Background: an optimization exercise with open tools, aiming at small area. Do not read the settings as production practice. Only simulation tests tie the RTL to the original design; equivalence was not proved.

// ptr_ring_router_mc
module ptr_ring_router_mc #(
  parameter int DATA_WIDTH = 128,
  parameter int NODE_NUM   = 128,
  parameter int NUM_CH     = 4,
  parameter int INJ_DEPTH  = 8,
  parameter int EJ_DEPTH   = 8
) (
  input  logic                                  clk,
  input  logic                                  rst,
  input  logic [NUM_CH-1:0]                     lastVld,
  input  logic [NUM_CH*$clog2(NODE_NUM)-1:0]    lastDestCnt,
  input  logic [NUM_CH*DATA_WIDTH-1:0]          lastDat,
  output logic [NUM_CH-1:0]                     nxtVld,
  output logic [NUM_CH*$clog2(NODE_NUM)-1:0]    nxtDestCnt,
  output logic [NUM_CH*DATA_WIDTH-1:0]          nxtDat,
  input  logic                                  l2rWr,
  input  logic [$clog2(NODE_NUM)-1:0]           l2rDest,
  input  logic [DATA_WIDTH-1:0]                 l2rDat,
  output logic                                  l2rFull,
  input  logic                                  r2lRd,
  output logic [DATA_WIDTH-1:0]                 r2lDat,
  output logic                                  r2lEmpty,
  output logic [7:0]                            dropCnt,
  output logic [15:0]                           defCnt
);
Size: roughly 5,600 cells after synthesis, roughly 2,700 flip-flops, ~1,400 I/O pins, ~94,000 µm² of cells after synthesis.
==> flow/config.mk <==
export PLATFORM = sky130hd
export DESIGN_NAME = ptr_ring_router_mc
export DESIGN_NICKNAME = ptr_ring_router_mc
export VERILOG_FILES = /design/flow/design.v
export SDC_FILE = /design/flow/constraint.sdc
export NUM_CORES = 4
export LEC_CHECK = 0
export CAP_MARGIN = 20
export CORE_MARGIN = 2
export CORE_UTILIZATION = 60
export SLEW_MARGIN = 20
==> flow/constraint.sdc <==
create_clock -name core_clock -period 5.5 [get_ports {clk}]
set_input_delay 1.1000 -clock core_clock [delete_from_list [all_inputs] [get_ports {clk}]]
set_output_delay 1.1000 -clock core_clock [all_outputs]
set_load 0.01 [all_outputs]
standard.sh (not shown) runs the stock make flow with config.mk's settings and CLKGATE_MAP_FILE= SYNTH_SCRIPT=/design/flow/synth_recipe.tcl, a recipe that flattens the netlist after the stock synthesis.
==> flow/flow/run.sh <==
#!/bin/bash
set -euo pipefail
cd "$(dirname "$0")/.."
rm -rf scripts_local
cp -r "$FLOW_HOME/scripts" scripts_local
cp flow/abc_area_map.script scripts_local/abc_speed.script
export SCRIPTS_DIR="$PWD/scripts_local"
export BUFFER_PORTS_ARGS="-buffer_cell sky130_fd_sc_hd__buf_1"
export CTS_ARGS="-sink_clustering_enable -repair_clock_nets -dont_use_dummy_load -buf_list {sky130_fd_sc_hd__clkbuf_8} -sink_clustering_size 14 -sink_clustering_max_diameter 50"
bash standard.sh finish > standard_flow.log 2>&1
==> flow/flow/abc_area_map.script <==
&get -n
&st
&syn2
&dch
&nf -a -R 1000
&st
&synch2
&nf -a -R 1000
&st
&dch -f
&nf -a -R 1000
&put
Change:
- CAP_MARGIN: 20 -> 10
- CORE_UTILIZATION: 60 -> 70
- SLEW_MARGIN: 20 -> 10
=> Now the flow failed in I/O pin placement (3_2_place_iop) with PPL-0024; synthesized area is unchanged; synthesized cell count is unchanged.
Change:
==> flow/flow/run.sh (replaced) <==
#!/bin/bash
set -euo pipefail
cd "$(dirname "$0")/.."
rm -rf scripts_local
cp -r "$FLOW_HOME/scripts" scripts_local
cp flow/abc_area_map.script scripts_local/abc_speed.script
export SCRIPTS_DIR="$PWD/scripts_local"
export BUFFER_PORTS_ARGS="-buffer_cell sky130_fd_sc_hd__buf_1"
export CTS_ARGS="-sink_clustering_enable -repair_clock_nets -dont_use_dummy_load -buf_list {sky130_fd_sc_hd__clkbuf_8} -sink_clustering_size 18 -sink_clustering_max_diameter 40"
bash standard.sh finish > standard_flow.log 2>&1
==> flow/flow/abc_area_map.script (replaced) <==
&get -n
&st
&syn2
&dch -f
&nf -a -R 1000
&mfs
&st
&dch -f
&nf -a -R 1000
&mfs
&put
- CORE_UTILIZATION: 70 -> 60
Result: With this change the flow completed without violations. Synthesized cell count shrinks by 4.1%. Area after synthesis falls by 0.36%.

afterwards: timing with drivers on the ports:
In the flow no input, the clock included, has a driving cell. The finished layouts below were timed again as built, in two steps.
Step 1: set_driving_cell puts a clkbuf_16 on clk and a buf_2 on each other input, an assumption about the parent block.
Step 2 adds t to the input delays and takes it off the output delays; t is the mean of the earliest and latest rising clock arrival at the registers after step 1. Input paths then give back, and output paths get back, about the clock's delay inside the block.
Three values: no drivers, after step 1, after step 2; two values: the first two.
run | shift t [ns] | setup WS [ns] | hold WS [ns] | cell pins on the clock port's net
the first run | 0.996 | 0.556 / 0.556 / -0.320 | 0.171 / 0.110 / 0.464 | 1
the third run | 1.068 | 0.427 / 0.487 / -0.581 | 0.311 / 0.242 / 0.460 | 1
Met with ideal ports but missed after step 2: setup timing in the first run and the third run. The setup slack of the third run, which loses most, moves by +0.060 ns with the drivers and by -1.008 ns with both steps.
